From an optimization exercise on the open Yosys and OpenROAD flow, aimed at small area; shortcuts taken in it are not production practice. Function was checked by simulation only, so behaviour that the tests miss may differ from the original. No activity file was given, so power comes from the tool's default toggle rates.

## flow/design.v (module list and top-level ports; edited modules follow where they fit)
// module csr_aoi222: 3 lines
// module csr_aoi22: 3 lines
// module csr_nand2: 3 lines
// module csr_nand4: 3 lines
// module csr_and4: 3 lines
// module csr_and2: 3 lines
// module csr_hold: 3 lines
// module csr_hold3: 3 lines
// module csr_read_mux: 556 lines
// module csr_unit: 320 lines
module csr_unit
#(
    parameter int PC_WIDTH = 39
) (
    input  logic                   clk,
    input  logic                   rst,
    input  logic                   csr_we_i,
    input  logic [11:0]              csr_waddr_i,
    input  logic [11:0]              csr_raddr_i,
    input  logic [63:0]              csr_wdata_i,
    input  logic                   excp_valid_i,
    input  logic [4:0] excp_cause_i,
    input  logic [63:0]              excp_tval_i,
    input  logic [PC_WIDTH-1:0]    excp_pc_i,
    input  logic                   mret_i,
    input  logic                   sret_i,
    input  logic                   commit_first_i,
    input  logic                   commit_second_i,
    output logic [63:0]              rdata_o,
    output logic                   readable_o,
    output logic                   writeable_o,
    output logic [PC_WIDTH-1:0]    redirect_pc_o,
    output logic [1:0]             priv_mode_o,
    output logic [63:0]              mstatus_o
);
  // ...
==> flow/flow/run.sh <==
#!/bin/bash
# Layout flow: the standard layout (standard.sh) with
#  - synthesis mapped by an area-oriented abc script (flow/synth.tcl, flow/abc_area.script);
#    registers are mapped exactly as in the standard synthesis (abc maps only logic)
#  - the port buffers made of sky130_fd_sc_hd__buf_1 instead of the default pick
#  - a clock tree of small clusters of clkbuf_4, without dummy loads
#  - the constant outputs left on the one tie cell synthesis gives them
set -euo pipefail
F=$PWD/flow
export MY_ABC_SCRIPT=$F/abc_area.script
bash standard.sh SYNTH_SCRIPT=$F/synth.tcl \
  "BUFFER_PORTS_ARGS=-buffer_cell sky130_fd_sc_hd__buf_1" \
  "CTS_ARGS=-sink_clustering_enable -repair_clock_nets -buf_list sky130_fd_sc_hd__clkbuf_4 -sink_clustering_size 10 -sink_clustering_max_diameter 40 -dont_use_dummy_load" \
  SKIP_REPAIR_TIE_FANOUT=1 \
  finish > standard.log 2>&1
==> flow/flow/abc_area.script <==
&get -n
&st
&dch
&nf -a
&put
topo
stime -c
==> flow/flow/synth.tcl <==
# The standard flow's synthesis script (synth_recipe.tcl), with abc run on an area-oriented
# script (flow/abc_area.script) in place of ORFS's speed script, and the
# high-fanout control drivers sized up.
proc synth {args} { yosys synth -nofsm -noshare {*}$args }
proc abc {args} {
  set i [lsearch -exact $args -script]
  if { $i >= 0 && [info exists ::env(MY_ABC_SCRIPT)] } {
    set args [lreplace $args [expr {$i+1}] [expr {$i+1}] $::env(MY_ABC_SCRIPT)]
  }
  yosys abc {*}$args
}
source $::env(SCRIPTS_DIR)/synth.tcl
# abc maps csr_and2, the driver of each high-fanout control, to the weakest and2;
# give it and2_4, which drives a whole 64-bit register's load/hold gates.
yosys select -assert-count 1 csr_and2/t:*
yosys select -assert-count 1 csr_and2/t:sky130_fd_sc_hd__and2_*
yosys chtype -set sky130_fd_sc_hd__and2_4 csr_and2/t:sky130_fd_sc_hd__and2_*
# left out here: clear keep_hierarchy, flatten, clean up, hide names made inside functions, write 1_2_yosys.v
==> flow/standard.sh <==
#!/bin/bash
# synth_recipe.tcl (not shown) runs the flow's synth.tcl, then flattens the netlist and writes it again
# the make line also repeats each setting of config.mk as NAME=value (left out here)
make -C /OpenROAD-flow-scripts/flow DESIGN_CONFIG=/design/flow/config.mk WORK_HOME=/design/flow/orfs CLKGATE_MAP_FILE= SYNTH_SCRIPT=/design/flow/synth_recipe.tcl "${@:-finish}"
==> flow/config.mk <==
export PLATFORM = sky130hd
export DESIGN_NAME = csr_unit
export DESIGN_NICKNAME = csr_unit
export VERILOG_FILES = /design/flow/design.v
export SDC_FILE = /design/flow/constraint.sdc
export NUM_CORES = 4
export LEC_CHECK = 0
export CAP_MARGIN = 20
export CORE_MARGIN = 2
export CORE_UTILIZATION = 70
export SETUP_SLACK_MARGIN = 0.1
export SLEW_MARGIN = 20
export SYNTH_HIERARCHICAL = 1
export SYNTH_MINIMUM_KEEP_SIZE = 0
==> flow/constraint.sdc <==
create_clock -name core_clock -period 5.5 [get_ports {clk}]
set_input_delay 1.1000 -clock core_clock [delete_from_list [all_inputs] [get_ports {clk}]]
set_output_delay 1.1000 -clock core_clock [all_outputs]
set_load 0.01 [all_outputs]
==> summary.md, run 1 <==
| Metric | Value |
|---|---|
| FF-to-FF End | minstret[63] |
| Most common cell after layout, fill and taps aside | dfxtp_1 |
| Crit path launch type | primary input |
| Vias in the first global route | roughly 25k |
| DP Worst Slack | 570 ps |
| RSZ-0062 raised after global routing | false |
| Crit-path max FO | 37 |
| Largest class | flip-flops and latches |
| Syn avg cell area | between 10 and 15 sq um |
| Seq group | roughly 4600 uW |
| Root buffer cell | clkbuf_4 |
| CTS Buffer Depth | 3 |
| WL met3 | approximately 14,000 um |
| CP peak stage delay | about 570 ps |
| WP depth | 9 |
| H-tree depth | 3 |
| Logic inverters | 92 |
| Multi-input logic area | 12,100 sq um |
| Hold Startpoint | mtval_z |
| Final slew viol count | 0 |
| Largest net degree at the start of global routing | 65 |
| Synth top area share | 0.494 |
| CTS Sinks | about 630 |
| Yosys Chip Area | about 25,000 sq um |
| Via density | 8.11 |
| Status | no timing/DRC/antenna violations |
| P_leak | ~0.011 uW |
| Final core occ | 0.773 |
| Area post-placement | 27,000 sq um |
| Combinational Power Share | 0.066 |
| Minimum hold slack | 459 ps |
| # DRC | 0 |
| Die area | ~38,000 sq um |
| Gr usage total | 0.472 |
==> module csr_unit, before the edit <==
module csr_unit
#(
    parameter int PC_WIDTH = 39
) (
    input  logic                   clk,
    input  logic                   rst,
    input  logic                   csr_we_i,
    input  logic [11:0]              csr_waddr_i,
    input  logic [11:0]              csr_raddr_i,
    input  logic [63:0]              csr_wdata_i,
    input  logic                   excp_valid_i,
    input  logic [4:0] excp_cause_i,
    input  logic [63:0]              excp_tval_i,
    input  logic [PC_WIDTH-1:0]    excp_pc_i,
    input  logic                   mret_i,
    input  logic                   sret_i,
    input  logic                   commit_first_i,
    input  logic                   commit_second_i,
    output logic [63:0]              rdata_o,
    output logic                   readable_o,
    output logic                   writeable_o,
    output logic [PC_WIDTH-1:0]    redirect_pc_o,
    output logic [1:0]             priv_mode_o,
    output logic [63:0]              mstatus_o
);
    logic [1:0]  cur_mode, mpp;
    logic        mie, mpie, sie, spie, spp, sum, mxr;
    logic [15:0] medeleg;
    logic [63:0] mtvec, stvec, mscratch, sscratch, mtval, stval, mcycle, minstret;
    logic        mtval_z;  
    logic [PC_WIDTH-1:1] mepc, sepc;
    logic [4:0]  mcause, scause;  
    logic [3:0] code;
    logic       deleg, mt, st, mr, sr, tc;
    assign code  = excp_cause_i[3:0];
    assign deleg = medeleg[code];
    assign mt    = excp_valid_i & ~deleg;
    assign st    = excp_valid_i & deleg;
    assign mr    = ~excp_valid_i & mret_i;
    assign sr    = ~excp_valid_i & ~mret_i & sret_i;
    assign tc    = (code == 4'd1) | (code == 4'd5) | (code == 4'd7) |
                   (code == 4'd12) | (code == 4'd13) | (code == 4'd15);
    logic wr;
    assign wr = csr_we_i & ~excp_valid_i;
    function automatic logic wa(input logic [11:0] a);
        wa = wr & (csr_waddr_i == a);
    endfunction
    logic w_mstatus, w_sstatus, w_medeleg, w_mtvec, w_stvec, w_mscratch, w_sscratch;
    logic w_mepc, w_sepc, w_mcause, w_scause, w_mtval, w_stval, w_mcycle, w_minstret;
    assign w_mstatus  = wa(12'h300);
    assign w_sstatus  = wa(12'h100);
    assign w_medeleg  = wa(12'h302);
    assign w_mtvec    = wa(12'h305);
    assign w_stvec    = wa(12'h105);
    assign w_mscratch = wa(12'h340);
    assign w_sscratch = wa(12'h140);
    assign w_mepc     = wa(12'h341);
    assign w_sepc     = wa(12'h141);
    assign w_mcause   = wa(12'h342);
    assign w_scause   = wa(12'h142);
    assign w_mtval    = wa(12'h343);
    assign w_stval    = wa(12'h143);
    assign w_mcycle   = wa(12'hb00);
    assign w_minstret = wa(12'hb02);
    logic m_w, m_p;
    csr_and2 u_m_w (.a(~excp_valid_i), .b(~rst), .y(m_w));
    csr_and2 u_m_p (.a(excp_valid_i),  .b(~rst), .y(m_p));
    logic [PC_WIDTH-1:1] yd;
    logic [4:0]          zd;
    assign yd = (csr_wdata_i[PC_WIDTH-1:1] & {(PC_WIDTH-1){m_w}}) |
                (excp_pc_i[PC_WIDTH-1:1] & {(PC_WIDTH-1){m_p}});
    assign zd = ({csr_wdata_i[63], csr_wdata_i[3:0]} & {5{m_w}}) | (excp_cause_i & {5{m_p}});
    logic nrst;
    assign nrst = ~rst;
    logic s_medeleg, s_mtvec, s_stvec, s_mscratch, s_sscratch, s_mtval;
    logic t_medeleg, t_mtvec, t_stvec, t_mscratch, t_sscratch, t_mtval;
    assign s_medeleg  = w_medeleg  & nrst;
    csr_and2 u_s_mtvec (.a(w_mtvec), .b(nrst), .y(s_mtvec));
    csr_and2 u_s_stvec (.a(w_stvec), .b(nrst), .y(s_stvec));
    csr_and2 u_s_mscratch (.a(w_mscratch), .b(nrst), .y(s_mscratch));
    csr_and2 u_s_sscratch (.a(w_sscratch), .b(nrst), .y(s_sscratch));
    csr_and2 u_s_mtval (.a(w_mtval), .b(nrst), .y(s_mtval));
    assign t_medeleg  = ~(w_medeleg  | rst);
    csr_and2 u_t_mtvec (.a(~w_mtvec), .b(nrst), .y(t_mtvec));
    csr_and2 u_t_stvec (.a(~w_stvec), .b(nrst), .y(t_stvec));
    csr_and2 u_t_mscratch (.a(~w_mscratch), .b(nrst), .y(t_mscratch));
    csr_and2 u_t_sscratch (.a(~w_sscratch), .b(nrst), .y(t_sscratch));
    csr_and2 u_t_mtval (.a(~w_mtval), .b(nrst), .y(t_mtval));
    logic s_stval, l_stval, t_stval;
    csr_and2 u_s_stval (.a(w_stval),         .b(nrst), .y(s_stval));
    csr_and2 u_l_stval (.a(st & tc),         .b(nrst), .y(l_stval));
    csr_and2 u_t_stval (.a(~(w_stval | st)), .b(nrst), .y(t_stval));
    logic s_mepc, t_mepc, s_sepc, t_sepc;
    csr_and2 u_s_mepc (.a(w_mepc | mt),    .b(nrst), .y(s_mepc));
    csr_and2 u_t_mepc (.a(~(w_mepc | mt)), .b(nrst), .y(t_mepc));
    csr_and2 u_s_sepc (.a(w_sepc | st),    .b(nrst), .y(s_sepc));
    csr_and2 u_t_sepc (.a(~(w_sepc | st)), .b(nrst), .y(t_sepc));
    logic e_mcause, e_scause;
    assign e_mcause = w_mcause | mt | rst;
    assign e_scause = w_scause | st | rst;
    logic [15:0] medeleg_d;
    logic [63:0] mtvec_d, stvec_d, mscratch_d, sscratch_d, mtval_d, stval_d;
    logic [PC_WIDTH-1:1] mepc_d, sepc_d;
    logic [4:0]  mcause_d, scause_d;
    for (genvar i = 0; i < 64; i++) begin : g_hold64
        csr_hold u_mtvec    (.a(csr_wdata_i[i]), .s(s_mtvec),    .q(mtvec[i]),    .t(t_mtvec),    .y(mtvec_d[i]));
        csr_hold u_stvec    (.a(csr_wdata_i[i]), .s(s_stvec),    .q(stvec[i]),    .t(t_stvec),    .y(stvec_d[i]));
        csr_hold u_mscratch (.a(csr_wdata_i[i]), .s(s_mscratch), .q(mscratch[i]), .t(t_mscratch), .y(mscratch_d[i]));
        csr_hold u_sscratch (.a(csr_wdata_i[i]), .s(s_sscratch), .q(sscratch[i]), .t(t_sscratch), .y(sscratch_d[i]));
        csr_hold u_mtval    (.a(csr_wdata_i[i]), .s(s_mtval),    .q(mtval[i]),    .t(t_mtval),    .y(mtval_d[i]));
        csr_hold3 u_stval   (.a(csr_wdata_i[i]), .s(s_stval), .b(excp_tval_i[i]), .u(l_stval),
                             .q(stval[i]), .t(t_stval), .y(stval_d[i]));
    end
    for (genvar i = 0; i < 16; i++) begin : g_hold16
        csr_hold u_medeleg (.a(csr_wdata_i[i]), .s(s_medeleg), .q(medeleg[i]), .t(t_medeleg), .y(medeleg_d[i]));
    end
    for (genvar i = 1; i < PC_WIDTH; i++) begin : g_holdpc
        csr_hold u_mepc (.a(yd[i]), .s(s_mepc), .q(mepc[i]), .t(t_mepc), .y(mepc_d[i]));
        csr_hold u_sepc (.a(yd[i]), .s(s_sepc), .q(sepc[i]), .t(t_sepc), .y(sepc_d[i]));
    end
    for (genvar i = 0; i < 5; i++) begin : g_holdc
        csr_hold u_mcause (.a(zd[i]), .s(e_mcause), .q(mcause[i]), .t(~e_mcause), .y(mcause_d[i]));
        csr_hold u_scause (.a(zd[i]), .s(e_scause), .q(scause[i]), .t(~e_scause), .y(scause_d[i]));
    end
    always_ff @(posedge clk) begin
        medeleg  <= medeleg_d;
        mtvec    <= mtvec_d;
        stvec    <= stvec_d;
        mscratch <= mscratch_d;
        sscratch <= sscratch_d;
        mtval    <= mtval_d;
        stval    <= stval_d;
        mepc     <= mepc_d;
        sepc     <= sepc_d;
        mcause   <= mcause_d;
        scause   <= scause_d;
        if (w_mtval | rst)    mtval_z  <= 1'b0;
        else if (mt)          mtval_z  <= 1'b1;
    end
    logic [63:0] cyc_c, ins_c;
    logic [7:0]  cyc_g, ins_g, cyc_bc, ins_bc;
    logic        ins_c1;
    assign ins_c1 = (minstret[0] & commit_first_i) | (minstret[0] & commit_second_i) |
                    (commit_first_i & commit_second_i);
    always_comb begin
        for (int k = 0; k < 8; k++) begin
            cyc_g[k] = &mcycle[8*k +: 8];
            ins_g[k] = &minstret[8*k +: 8];
        end
        ins_g[0] = ins_c1 & (&minstret[7:1]);
        cyc_bc[0] = 1'b1;
        ins_bc[0] = 1'b0;
        for (int k = 1; k < 8; k++) begin
            cyc_bc[k] = cyc_bc[k-1] & cyc_g[k-1];
            ins_bc[k] = (k == 1) ? ins_g[0] : (ins_bc[k-1] & ins_g[k-1]);
        end
        for (int k = 0; k < 8; k++) begin
            cyc_c[8*k] = cyc_bc[k];
            for (int j = 1; j < 8; j++) cyc_c[8*k+j] = cyc_c[8*k+j-1] & mcycle[8*k+j-1];
        end
        ins_c[0] = commit_first_i ^ commit_second_i;
        ins_c[1] = ins_c1;
        for (int j = 2; j < 8; j++) ins_c[j] = ins_c[j-1] & minstret[j-1];
        for (int k = 1; k < 8; k++) begin
            ins_c[8*k] = ins_bc[k];
            for (int j = 1; j < 8; j++) ins_c[8*k+j] = ins_c[8*k+j-1] & minstret[8*k+j-1];
        end
    end
    logic s_cyc, t_cyc, s_ins, t_ins;
    csr_and2 u_s_cyc (.a(w_mcycle),    .b(nrst), .y(s_cyc));
    csr_and2 u_t_cyc (.a(~w_mcycle),   .b(nrst), .y(t_cyc));
    csr_and2 u_s_ins (.a(w_minstret),  .b(nrst), .y(s_ins));
    csr_and2 u_t_ins (.a(~w_minstret), .b(nrst), .y(t_ins));
    logic [63:0] cyc_inc, ins_inc, mcycle_d, minstret_d;
    assign cyc_inc = mcycle ^ cyc_c;
    assign ins_inc = minstret ^ ins_c;
    for (genvar i = 0; i < 64; i++) begin : g_cnt
        csr_hold u_cyc (.a(csr_wdata_i[i]), .s(s_cyc), .q(cyc_inc[i]), .t(t_cyc), .y(mcycle_d[i]));
        csr_hold u_ins (.a(csr_wdata_i[i]), .s(s_ins), .q(ins_inc[i]), .t(t_ins), .y(minstret_d[i]));
    end
    always_ff @(posedge clk) begin
        mcycle   <= mcycle_d;
        minstret <= minstret_d;
    end
    logic w_st;  
    assign w_st = w_mstatus | w_sstatus;
    always_ff @(posedge clk) begin
        if (rst) begin
            cur_mode <= 2'd3;
            mpp      <= 2'd3;
            mie      <= 1'b0;
            mpie     <= 1'b0;
            sie      <= 1'b0;
            spie     <= 1'b0;
            spp      <= 1'b0;
            sum      <= 1'b0;
            mxr      <= 1'b0;
        end else begin
            if (w_st) begin
                sum <= csr_wdata_i[18];
                mxr <= csr_wdata_i[19];
            end
            if (mt) begin
                mie  <= 1'b0;
                mpie <= mie;
                mpp  <= cur_mode;
            end else if (mr) begin
                mie  <= mpie;
                mpie <= 1'b1;
                mpp  <= 2'd0;
            end else if (w_mstatus) begin
                mie  <= csr_wdata_i[3];
                mpie <= csr_wdata_i[7];
                if (csr_wdata_i[12:11] != 2'd2) mpp <= csr_wdata_i[12:11];
            end
            if (st) begin
                sie  <= 1'b0;
                spie <= sie;
                spp  <= cur_mode[0];
            end else if (sr) begin
                sie  <= spie;
                spie <= 1'b1;
                spp  <= 1'b0;
            end else if (w_st) begin
                sie  <= csr_wdata_i[1];
                spie <= csr_wdata_i[5];
                spp  <= csr_wdata_i[8];
            end
            if (mt)      cur_mode <= 2'd3;
            else if (st) cur_mode <= 2'd1;
            else if (mr) cur_mode <= mpp;
            else if (sr) cur_mode <= {1'b0, spp};
        end
    end
    assign priv_mode_o = cur_mode;
    always_comb begin
        mstatus_o      = '0;
        mstatus_o[1]   = sie;
        mstatus_o[3]   = mie;
        mstatus_o[5]   = spie;
        mstatus_o[7]   = mpie;
        mstatus_o[8]   = spp;
        mstatus_o[12:11] = mpp;
        mstatus_o[18]  = sum;
        mstatus_o[19]  = mxr;
    end
    logic s_st, s_mt, s_mr, s_sr;
    csr_and2 u_s_st (.a(excp_valid_i),  .b(deleg),   .y(s_st));
    csr_and2 u_s_mt (.a(excp_valid_i),  .b(~deleg),  .y(s_mt));
    csr_and2 u_s_mr (.a(~excp_valid_i), .b(mret_i),  .y(s_mr));
    csr_and2 u_s_sr (.a(~excp_valid_i), .b(~mret_i), .y(s_sr));
    assign redirect_pc_o[0] = 1'b0;
    assign redirect_pc_o[1] = (s_mr & mepc[1]) | (s_sr & sepc[1]);
    for (genvar i = 2; i < PC_WIDTH; i++) begin : g_redir
        logic t0, t1;
        csr_aoi222 u_t0 (.a1(s_st), .a2(stvec[i]), .b1(s_mt), .b2(mtvec[i]),
                         .c1(s_mr), .c2(mepc[i]), .y(t0));
        csr_nand2  u_t1 (.a(s_sr), .b(sepc[i]), .y(t1));
        csr_nand2  u_o  (.a(t0), .b(t1), .y(redirect_pc_o[i]));
    end
    logic [11:0] ra;
    assign ra = csr_raddr_i;
    logic h3, h1, hb, hc, l00, l02, l05, l40, l41, l42, l43;
    assign h3  = ra[11:8] == 4'h3;
    assign h1  = ra[11:8] == 4'h1;
    assign hb  = ra[11:8] == 4'hb;
    assign hc  = ra[11:8] == 4'hc;
    assign l00 = ra[7:0] == 8'h00;
    assign l02 = ra[7:0] == 8'h02;
    assign l05 = ra[7:0] == 8'h05;
    assign l40 = ra[7:0] == 8'h40;
    assign l41 = ra[7:0] == 8'h41;
    assign l42 = ra[7:0] == 8'h42;
    assign l43 = ra[7:0] == 8'h43;
    logic r_mstatus, r_sstatus, r_medeleg, r_mcause, r_scause, r_cycle;
    assign r_mstatus = h3 & l00;
    assign r_sstatus = h1 & l00;
    assign r_medeleg = h3 & l02;
    assign r_mcause  = h3 & l42;
    assign r_scause  = h1 & l42;
    assign r_cycle   = hc & l00;
    logic r_mtvec, r_stvec, r_mscratch, r_sscratch, r_mepc, r_sepc;
    logic r_mtval_v, r_stval, r_cyc, r_minstret;
    csr_and2 u_r_mtvec    (.a(h3),       .b(l05),             .y(r_mtvec));
    csr_and2 u_r_stvec    (.a(h1),       .b(l05),             .y(r_stvec));
    csr_and2 u_r_mscratch (.a(h3),       .b(l40),             .y(r_mscratch));
    csr_and2 u_r_sscratch (.a(h1),       .b(l40),             .y(r_sscratch));
    csr_and2 u_r_mepc     (.a(h3),       .b(l41),             .y(r_mepc));
    csr_and2 u_r_sepc     (.a(h1),       .b(l41),             .y(r_sepc));
    csr_and2 u_r_mtval    (.a(h3),       .b(l43 & ~mtval_z),  .y(r_mtval_v));
    csr_and2 u_r_stval    (.a(h1),       .b(l43),             .y(r_stval));
    csr_and2 u_r_cyc      (.a(hb | hc),  .b(l00),             .y(r_cyc));
    csr_and2 u_r_minstret (.a(hb),       .b(l02),             .y(r_minstret));
    csr_read_mux u_read_mux (
        .r_mstatus  (r_mstatus),
        .r_st       (r_mstatus | r_sstatus),
        .r_medeleg  (r_medeleg),
        .r_mtvec    (r_mtvec),
        .r_stvec    (r_stvec),
        .r_mscratch (r_mscratch),
        .r_sscratch (r_sscratch),
        .r_mepc     (r_mepc),
        .r_sepc     (r_sepc),
        .r_mcause   (r_mcause),
        .r_scause   (r_scause),
        .r_mtval    (r_mtval_v),
        .r_stval    (r_stval),
        .r_cyc      (r_cyc),
        .r_minstret (r_minstret),
        .mie(mie), .mpie(mpie), .sie(sie), .spie(spie), .spp(spp), .sum(sum), .mxr(mxr),
        .mpp(mpp), .medeleg(medeleg),
        .mtvec(mtvec), .stvec(stvec), .mscratch(mscratch), .sscratch(sscratch),
        .mtval(mtval), .stval(stval), .mcycle(mcycle), .minstret(minstret),
        .mepc(mepc), .sepc(sepc), .mcause(mcause), .scause(scause),
        .rdata_o(rdata_o)
    );
    assign readable_o  = ((h3 | h1) & (l00 | l05 | l40 | l41 | l42 | l43)) |
                         (h3 & l02) | ((hb | hc) & l00) | (hb & l02);
    assign writeable_o = readable_o & ~r_cycle;
endmodule
==> run 2, diff against run 1 <==
--- a/flow/design.v
+++ b/flow/design.v
@@ -669,3 +669,2 @@
     logic [63:0] mtvec, stvec, mscratch, sscratch, mtval, stval, mcycle, minstret;
-    logic        mtval_z;  
     logic [PC_WIDTH-1:1] mepc, sepc;
@@ -727,3 +726,3 @@
     csr_and2 u_t_sscratch (.a(~w_sscratch), .b(nrst), .y(t_sscratch));
-    csr_and2 u_t_mtval (.a(~w_mtval), .b(nrst), .y(t_mtval));
+    csr_and2 u_t_mtval (.a(~(w_mtval | mt)), .b(nrst), .y(t_mtval));  
     logic s_stval, l_stval, t_stval;
@@ -776,4 +775,2 @@
         scause   <= scause_d;
-        if (w_mtval | rst)    mtval_z  <= 1'b0;
-        else if (mt)          mtval_z  <= 1'b1;
     end
@@ -922,3 +919,3 @@
     logic r_mtvec, r_stvec, r_mscratch, r_sscratch, r_mepc, r_sepc;
-    logic r_mtval_v, r_stval, r_cyc, r_minstret;
+    logic r_mtval, r_stval, r_cyc, r_minstret;
     csr_and2 u_r_mtvec    (.a(h3),       .b(l05),             .y(r_mtvec));
@@ -929,3 +926,3 @@
     csr_and2 u_r_sepc     (.a(h1),       .b(l41),             .y(r_sepc));
-    csr_and2 u_r_mtval    (.a(h3),       .b(l43 & ~mtval_z),  .y(r_mtval_v));
+    csr_and2 u_r_mtval    (.a(h3),       .b(l43),             .y(r_mtval));
     csr_and2 u_r_stval    (.a(h1),       .b(l43),             .y(r_stval));
@@ -945,3 +942,3 @@
         .r_scause   (r_scause),
-        .r_mtval    (r_mtval_v),
+        .r_mtval    (r_mtval),
         .r_stval    (r_stval),
==> run 2 against run 1 <==
Against the previous run: utilization is 0.19 points lower; sequential share of layout area hardly changed; die area is 0.14% lower; area after synthesis is 0.15% lower; sequential power hardly changed; critical path type unchanged; critical endpoint is now redirect_pc_o[27]; largest cell class unchanged; highest routed layer unchanged.
==> summary.md, run 2 <==
| Metric | Value |
|---|---|
| Status | no timing/DRC/antenna violations (unchanged) |
| Kind of path behind the tightest hold check | primary input to flop (was flop to flop) |
| First-pass GRT wire length | 139,000 um (was 140,000 um) |
| Crit Path Class | primary input to primary output (unchanged) |
| DR WL/cell | 30.5 um (about the same) |
| Most common cell after layout, fill and taps aside | dfxtp_1 (unchanged) |
| P_leak | 0.0109 uW (about the same) |
| Most frequent cells in the layout | dfxtp_1 (625), a22o_1 (594), buf_1 (317), a222oi_1 (277), nand2_1 (116) (was dfxtp_1 (626), a22o_1 (594), buf_1 (317), a222oi_1 (277), nand2_1 (122)) |
| Int Pwr | 5340 uW (was 5360 uW) |
| Setup bufs post-CTS | 0 (unchanged) |
| Antenna Nets Post-Route | 0 (unchanged) |
| Critical Path Sink Type | primary output (unchanged) |
| Setup Skew | 98.0 ps (was 84.8 ps) |
| Die width | 195 um (about the same) |
| Worst reg2reg path startpoint | minstret[0] (unchanged) |
| Gr usage total | 0.471 (was 0.472) |
| Worst-Skew Late Latency | 840 ps (was 830 ps) |
| Synth area leaders | dfxtp_1 (49%), a22o_1 (21%), a222oi_1 (11%), ha_1 (5.4%), nand4_1 (2.2%) (unchanged) |
| Mapped Area | 25,400 sq um (was 25,500 sq um) |
| Multi-input logic area | 12,100 sq um (about the same) |
| Dominant cell type by area after synthesis | dfxtp_1 (unchanged) |
| RSZ-0062 raised after global routing | false (unchanged) |
| CTS Hold Bufs | 0 (unchanged) |
| Crit path launch | excp_cause_i[0] (unchanged) |
| Setup violators final | 0 (unchanged) |
| Core Rows | 69 (unchanged) |
| Least-Margin Pin Slew | 1170 ps (was 1190 ps) |
| Final Cycle Share | 0.931 (was 0.908) |
| Post-route setup TNS | 0 ps (unchanged) |
| Layout net count | 2,880 (was 2,892) |
| CTS Buffer Depth | 3 (unchanged) |
| Largest net degree at the start of global routing | 65 (unchanged) |
| Die area | 37,800 sq um (was 37,900 sq um) |
| Synth top area share | 0.494 (about the same) |
| Top Ports | 375 (unchanged) |
| DP HPWL | 51,300 um (was 51,800 um) |
| Filler Cell Count | 2,555 (was 2,525) |
| NetSw | 1870 uW (was 1890 uW) |
| Starting Density | 0.713 (was 0.714) |
| Vias in the first global route | 23.8k (was 24.7k) |
| Placer congestion estimate | 0.937 (was 0.926) |
| Worst EP required | 4400 ps (about the same) |
| Clock-pin slew on the worst setup and hold paths | 100 ps (was 50 ps) |
| Sequential Power Share | 0.636 (was 0.635) |
| Cells after Synth | 2,205 (was 2,215) |
| Share of cells above drive strength 1 | 0.0570 (was 0.0583) |
| Crit-path max FO | 37 (unchanged) |
| PortBufs | 317 (unchanged) |
| Crit path time final | 5120 ps (was 5000 ps) |
| Slew HR | 0.223 (was 0.206) |
| TritonCTS Buffers | 80 (was 81) |
| FF+latch count, synth | 625 (was 626) |
| Synth cell count leaders | dfxtp_1 (625), a22o_1 (594), a222oi_1 (277) (was dfxtp_1 (626), a22o_1 (594), a222oi_1 (277)) |
| Total grt overflow | 0 (unchanged) |
| Synth cell types | 48 (was 44) |
| Hold Startpoint | excp_tval_i[31] (was mtval_z) |
| Crit path launch type | primary input (unchanged) |
| EDFF count, synth | 0 (unchanged) |
| Async set or reset register ratio after synthesis | 0 (unchanged) |
| # DRC | 0 (unchanged) |
| VDD IR max | 0.233 mV (was 0.227 mV) |
| Max-cap check violation count | 0 (unchanged) |
| H-tree depth | 3 (unchanged) |
| CTS tree | yes (unchanged) |
| Mapped Nets | 2,520 (was 2,530) |
| Vias | 24.4k (was 24.7k) |
| Switching share of power | 0.259 (was 0.260) |
| CTS Sinks | 625 (was 626) |
| Worst EP arrival | 4020 ps (was 3900 ps) |
| Count leader, synth | dfxtp_1 (unchanged) |
| Tot Pwr | 7210 uW (was 7240 uW) |
| Sequential-to-total area share from yosys stat | 0.494 (about the same) |
| Die Y | 195 um (about the same) |
| Post-synth top flop | dfxtp_1 (unchanged) |
| Initial antenna violation count | 8 (unchanged) |
| Final slew viol count | 0 (unchanged) |
| Synthesis Warnings | 7 (unchanged) |
| Clock power share | 0.296 (was 0.298) |
| Combinational Power Share | 0.067 (was 0.066) |
| Max Fclk | 0.195 GHz (was 0.200 GHz) |
| Detailed Route WL | 92,400 um (was 92,700 um) |
| Syn avg cell area | 11.5 sq um (about the same) |
| Area grow syn2layout | 8.24% (was 8.35%) |
| Endpoints failing hold | 0 (unchanged) |
| Power per cell area | 262 nW/um^2 (was 263 nW/um^2) |
| Post-cts sizing count | 0 (unchanged) |
| Root buffer cell | clkbuf_4 (unchanged) |
| Router iterations before antenna repair | 14 (was 11) |
| Core Region | 35,700 sq um (unchanged) |
| Yosys Chip Area | 25,300 sq um (was 25,400 sq um) |
| Register area | 12,500 sq um (about the same) |
| Detailed Route Iter0 Violations | 4,741 (was 4,533) |
| Via density | 8.05 (was 8.11) |
-- run 2: layout make-up --
| cell class | count | share of cell area |
|---|---|---|
| clock buffer | 80 | 0.0218 |
| multi-input combinational | 1426 | 0.440 |
| tap | 461 | 0.0210 |
| timing repair buffer | 341 | 0.0498 |
| inverter | 91 | 0.0124 |
| sequential | 625 | 0.455 |
| antenna | 6 | 0.000546 |
-- run 2: power groups by stage --
| stage | registers [uW] | clock network [uW] | logic (uW) |
|---|---|---|---|
| final | 4590 | 2140 | 484 |
| after global routing | 4600 | 2290 | 498 |
| after CTS | 4590 | 2130 | 456 |
| after detailed placement | 4690 | 0 | 454 |
| after global placement | 4690 | 0 | 442 |
| after floorplan | 4680 | 0 | 235 |
-- run 2: worst paths after layout --
path	cells past startpoint	slack [ps]	endpoint
max reg2reg	17	1420	minstret[63]
min reg2reg	1	480	mtval[54]
max	9	380	redirect_pc_o[27]
min	3	460	stval[31]
-- run 2: logic make-up after synthesis --
group           Yosys count  synth area share
other cells               1          0.000148
mux                      10           0.00598
buf+inv                 154            0.0322
xor+xnor                 16           0.00553
fa+ha+maj               111            0.0551
compound gates          941             0.335
flops                   625             0.494
simple gates            347            0.0716
-- run 2: per-stage QoR --
stage	instance area, sq um	util	instances	hold WS (ps)	setup slack, ps
after floorplan	25400	-	2205	441	1270
after global placement	26900	0.754	2944	454	579
after detailed placement	26900	0.754	2944	454	481
after CTS	27500	0.771	3024	427	465
after global routing	27500	0.771	3027	446	223
final	27500	0.771	3030	461	379
-- run 2: Yosys stat by module, one instance, submodules excluded, a selection --
module	area (sq um)	cells	flops+latches	times used
csr_and2	6.26	1	0	37
csr_and4	8.76	1	0	4
csr_aoi22	7.51	1	0	37
csr_aoi222	10.0	1	0	213
csr_hold	8.76	1	0	550
csr_hold3	13.8	2	0	64
csr_nand2	3.75	1	0	101
csr_nand4	6.26	1	0	60
csr_unit	16200	1075	625	1
-- run 2: worst max-delay path, cell delays in order --
cell,delay [ps]
buf_1,350
mux4_2,570
o21ai_0,230
o22a_1,320
clkinv_1,240
and2_4,400
a222oi_1,410
nand2_1,200
buf_1,170
-- run 2: metal layers --
layer	global-route usage	vias to the layer above	share of wire	wire (um)
li1	-	10081	-	-
met1	0.590	11562	0.35	32100
met2	0.714	2323	0.43	39900
met3	0.159	432	0.16	15000
met4	0.264	6	0.057	5280
met5	0	-	0.00044	41
==> run 3, diff against run 2 <==
==> flow/flow/abc_area.script (replaced) <==
&get -n
&st
&dc2
&synch2
&nf -a -R 1000
&st
&dch -f
&nf -a -R 1000
&put
topo
stime -c
==> run 3 against run 2 <==
Against the previous run: synthesized cell count did not move; register-to-register slack got worse by 500 ps; combinational power decreased by 3%; area after synthesis decreased by 0.41%; non-clock buffer count is 5 higher; count of clock-buffer cells in the layout is 1 higher; wire length fell by 1.2%; die area fell by 0.41%; via count increased by 0.35%; worst hold slack got worse by 58 ps; sequential power about the same; critical path depth stayed put; critical path type unchanged; highest routed layer unchanged.
==> summary.md, run 3 <==
| Metric | Value |
|---|---|
| Vias | 24.5k (was 24.4k) |
| CTS tree | yes (unchanged) |
| Cells after Synth | 2,205 (unchanged) |
| FF+latch count, synth | 625 (unchanged) |
| Gr usage total | 0.461 (was 0.471) |
| Most frequent cells in the layout | dfxtp_1 (625), a22o_1 (594), buf_1 (317), a222oi_1 (277), nand2_1 (125) (was dfxtp_1 (625), a22o_1 (594), buf_1 (317), a222oi_1 (277), nand2_1 (116)) |
| Detailed Route Iter0 Violations | 4,412 (was 4,741) |
| Die area | 37,700 sq um (was 37,800 sq um) |
| Register area | 12,500 sq um (unchanged) |
| Worst Setup EP | redirect_pc_o[2] (was redirect_pc_o[27]) |
| Synth top area share | 0.496 (was 0.494) |
| Root buffer cell | clkbuf_4 (unchanged) |
| Die Y | 194 um (was 195 um) |
| CTS Hold Bufs | 0 (unchanged) |
| Synth cell count leaders | dfxtp_1 (625), a22o_1 (594), a222oi_1 (277) (unchanged) |
| Clock-pin slew on the worst setup and hold paths | 110 ps (was 100 ps) |
| Crit-path max FO | 37 (unchanged) |
| Most common cell after layout, fill and taps aside | dfxtp_1 (unchanged) |
| Antenna Nets Post-Route | 0 (unchanged) |
| FF-to-FF End | mcycle[62] (was minstret[63]) |
| Synth area leaders | dfxtp_1 (50%), a22o_1 (21%), a222oi_1 (11%), ha_1 (5.5%), nand4_1 (2.1%) (was dfxtp_1 (49%), a22o_1 (21%), a222oi_1 (11%), ha_1 (5.4%), nand4_1 (2.2%)) |
| Crit path launch type | primary input (unchanged) |
| Die width | 194 um (was 195 um) |
| # DRC | 0 (unchanged) |
| Final slew viol count | 0 (unchanged) |
| PortBufs | 317 (unchanged) |
| Layout net count | 2,886 (was 2,880) |
| Final Cycle Share | 0.891 (was 0.931) |
| Worst reg2reg path startpoint | mcycle[0] (was minstret[0]) |
| Placer congestion estimate | 0.932 (was 0.937) |
| VDD IR max | 0.252 mV (was 0.233 mV) |
| Setup violators final | 0 (unchanged) |
| Initial antenna violation count | 3 (was 8) |
| Mapped Nets | 2,520 (unchanged) |
| Worst EP required | 4400 ps (about the same) |
| Crit path time final | 4900 ps (was 5120 ps) |
| Post-route setup TNS | 0 ps (unchanged) |
| Via density | 8.08 (was 8.05) |
| Sequential-to-total area share from yosys stat | 0.496 (was 0.494) |
| Async set or reset register ratio after synthesis | 0 (unchanged) |
| Top Ports | 375 (unchanged) |
| DR WL/cell | 30.1 um (was 30.5 um) |
| Synth cell types | 41 (was 48) |
| Mapped Area | 25,300 sq um (was 25,400 sq um) |
| Power per cell area | 263 nW/um^2 (was 262 nW/um^2) |
| Crit path launch | excp_cause_i[0] (unchanged) |
| Critical Path Sink Type | primary output (unchanged) |
| Met3 Resource Use GR | 0.139 (was 0.159) |
| Yosys Chip Area | 25,200 sq um (was 25,300 sq um) |
| Multi-input logic area | 12,000 sq um (was 12,100 sq um) |
| Least-Margin Pin Slew | 1230 ps (was 1170 ps) |
| Max Fclk | 0.204 GHz (was 0.195 GHz) |
| Largest net degree at the start of global routing | 65 (unchanged) |
| DP HPWL | 51,700 um (was 51,300 um) |
| Total grt overflow | 0 (unchanged) |
| Share of cells above drive strength 1 | 0.0596 (was 0.0570) |
| Endpoints failing hold | 0 (unchanged) |
| Core Rows | 69 (unchanged) |
| Slew HR | 0.183 (was 0.223) |
| Dominant cell type by area after synthesis | dfxtp_1 (unchanged) |
| Crit Path Class | primary input to primary output (unchanged) |
| Count leader, synth | dfxtp_1 (unchanged) |
| Post-synth top flop | dfxtp_1 (unchanged) |
| Setup Skew | 126 ps (was 98.0 ps) |
| H-tree depth | 3 (unchanged) |
| RSZ-0062 raised after global routing | false (unchanged) |
| Met2 Track Usage GR | 0.696 (was 0.714) |
| Router iterations before antenna repair | 10 (was 14) |
| Setup bufs post-CTS | 0 (unchanged) |
| Core Region | 35,600 sq um (was 35,700 sq um) |
| Synthesis Warnings | 7 (unchanged) |
| Filler Cell Count | 2,496 (was 2,555) |
| Worst-Skew Late Latency | 900 ps (was 840 ps) |
| TritonCTS Buffers | 81 (was 80) |
| Flop2flop setup slack | 920 ps (was 1420 ps) |
| CTS Buffer Depth | 3 (unchanged) |
| First-pass GRT wire length | 137,000 um (was 139,000 um) |
| Starting Density | 0.712 (was 0.713) |
| Final core occ | 0.772 (was 0.771) |
| Max-cap check violation count | 0 (unchanged) |
| FF-to-FF path depth | 17 (unchanged) |
| P_leak | 0.0108 uW (was 0.0109 uW) |
| CTS Sinks | 625 (unchanged) |
| Kind of path behind the tightest hold check | primary input to flop (unchanged) |
| EDFF count, synth | 0 (unchanged) |
| Status | no timing/DRC/antenna violations (unchanged) |
| Area grow syn2layout | 8.51% (was 8.24%) |
| Vias in the first global route | 24.0k (was 23.8k) |
| Worst EP arrival | 3800 ps (was 4020 ps) |
| Layer with the highest usage | met2 (unchanged) |
| Post-cts sizing count | 0 (unchanged) |
| Syn avg cell area | 11.5 sq um (about the same) |
| Detailed Route WL | 91,300 um (was 92,400 um) |
| GR Util met1 | 0.591 (was 0.590) |
## run 3: cell families (layout without fill, tap and decap cells)
family                     Yosys count  after routing  synth area share
and+or+nand+nor                    339            339            0.0681
muxes                                8              8           0.00516
buffers and inverters              162            526            0.0335
adders and majority gates          111            111            0.0554
other                                1              2          0.000149
xor gates and xnor gates            16             16           0.00556
AOI/OAI and AO/OA                  943            943             0.336
DFF                                625            625             0.496
## run 3: cell type report
class	count	area share
Multi-Input combinational cell	1418	0.435
Tap cell	461	0.0210
Clock buffer	81	0.0221
Sequential cell	625	0.456
Timing Repair Buffer	346	0.0522
Inverter	99	0.0135
Antenna cell	1	0.0000911
## run 3: how the worst min path moves through the flow
stage	from	end	depth (start not counted)
finish	excp_tval_i[43]	stval[43]	3
global route	excp_tval_i[41]	stval[41]	3
CTS	excp_tval_i[43]	stval[43]	3
detailed placement	mtvec[58]	mtvec[58]	1
global placement	mtvec[55]	mtvec[55]	1
floorplan	mtvec[0]	mtvec[0]	1
## run 3: where the power goes
part	total (uW)	switching, uW	internal, uW
clock network	2150	1470	677
logic	471	362	109
registers	4590	32.2	4560
## run 3: critical path, stage by stage
cell and delay, ps:
buf_1 390, mux4_2 570, o21ai_0 180, o22ai_1 150, clkinv_1 130, and2_4 640, a222oi_1 190, nand2_1 110
buf_1 310
## run 3: through the flow
step | cell area [sq um] | worst slack, ps | hold slack, ps | power, uW | instances
finish | 27500 | 598 | 403 | 7210 | 3031
global route | 27500 | 542 | 400 | 7390 | 3031
CTS | 27500 | 767 | 406 | 7170 | 3030
detailed placement | 26800 | 181 | 454 | 5130 | 2949
global placement | 26800 | 230 | 455 | 5120 | 2949
floorplan | 25300 | 832 | 441 | 4910 | 2205
## run 3: per-module statistics from Yosys (local to each module, per instance), excerpt
| module | cells | times used |
|---|---|---|
| csr_aoi222 | 1 | 213 |
| csr_hold | 1 | 550 |
| csr_nand2 | 1 | 101 |
| csr_aoi22 | 1 | 37 |
| csr_and4 | 1 | 4 |
| csr_unit | 1075 | 1 |
| csr_hold3 | 2 | 64 |
| csr_and2 | 1 | 37 |
| csr_nand4 | 1 | 60 |
## run 3: metal layers
metal,up-vias,part of all wire
met5,-,0.00012
met4,2,0.055
met3,426,0.16
met2,2289,0.44
met1,11717,0.35
li1,10056,-

what the ideal ports hide:
The results above use ideal ports. As a check the final layouts listed here were re-extracted and re-timed, cells and wires unchanged.
Step 1, drivers: a clkbuf_16 drives clk and a buf_2 each remaining input, both assumed.
Step 2, shift: input delay + t, output delay - t, t = (earliest + latest rising clock arrival at the registers) / 2. This alone moves slack from input paths to output paths.
Slacks: ideal / step 1 / step 2; pairs: ideal / step 1.
run | t, ns | setup slack, ns | worst slew at a driven data input, ns | pins driven straight from the clock port
run 1 | 0.844 | 0.505 / 0.438 / 0.438 | 0.13 | 1
run 2 | 0.850 | 0.379 / 0.320 / 0.320 | 0.11 | 1
run 3 | 0.885 | 0.598 / 0.568 / 0.076 | 0.09 | 1
After both steps setup and hold are still met in every run listed. The setup slack of run 3, which loses most, moves by -0.030 ns with the drivers and by -0.522 ns with both steps.
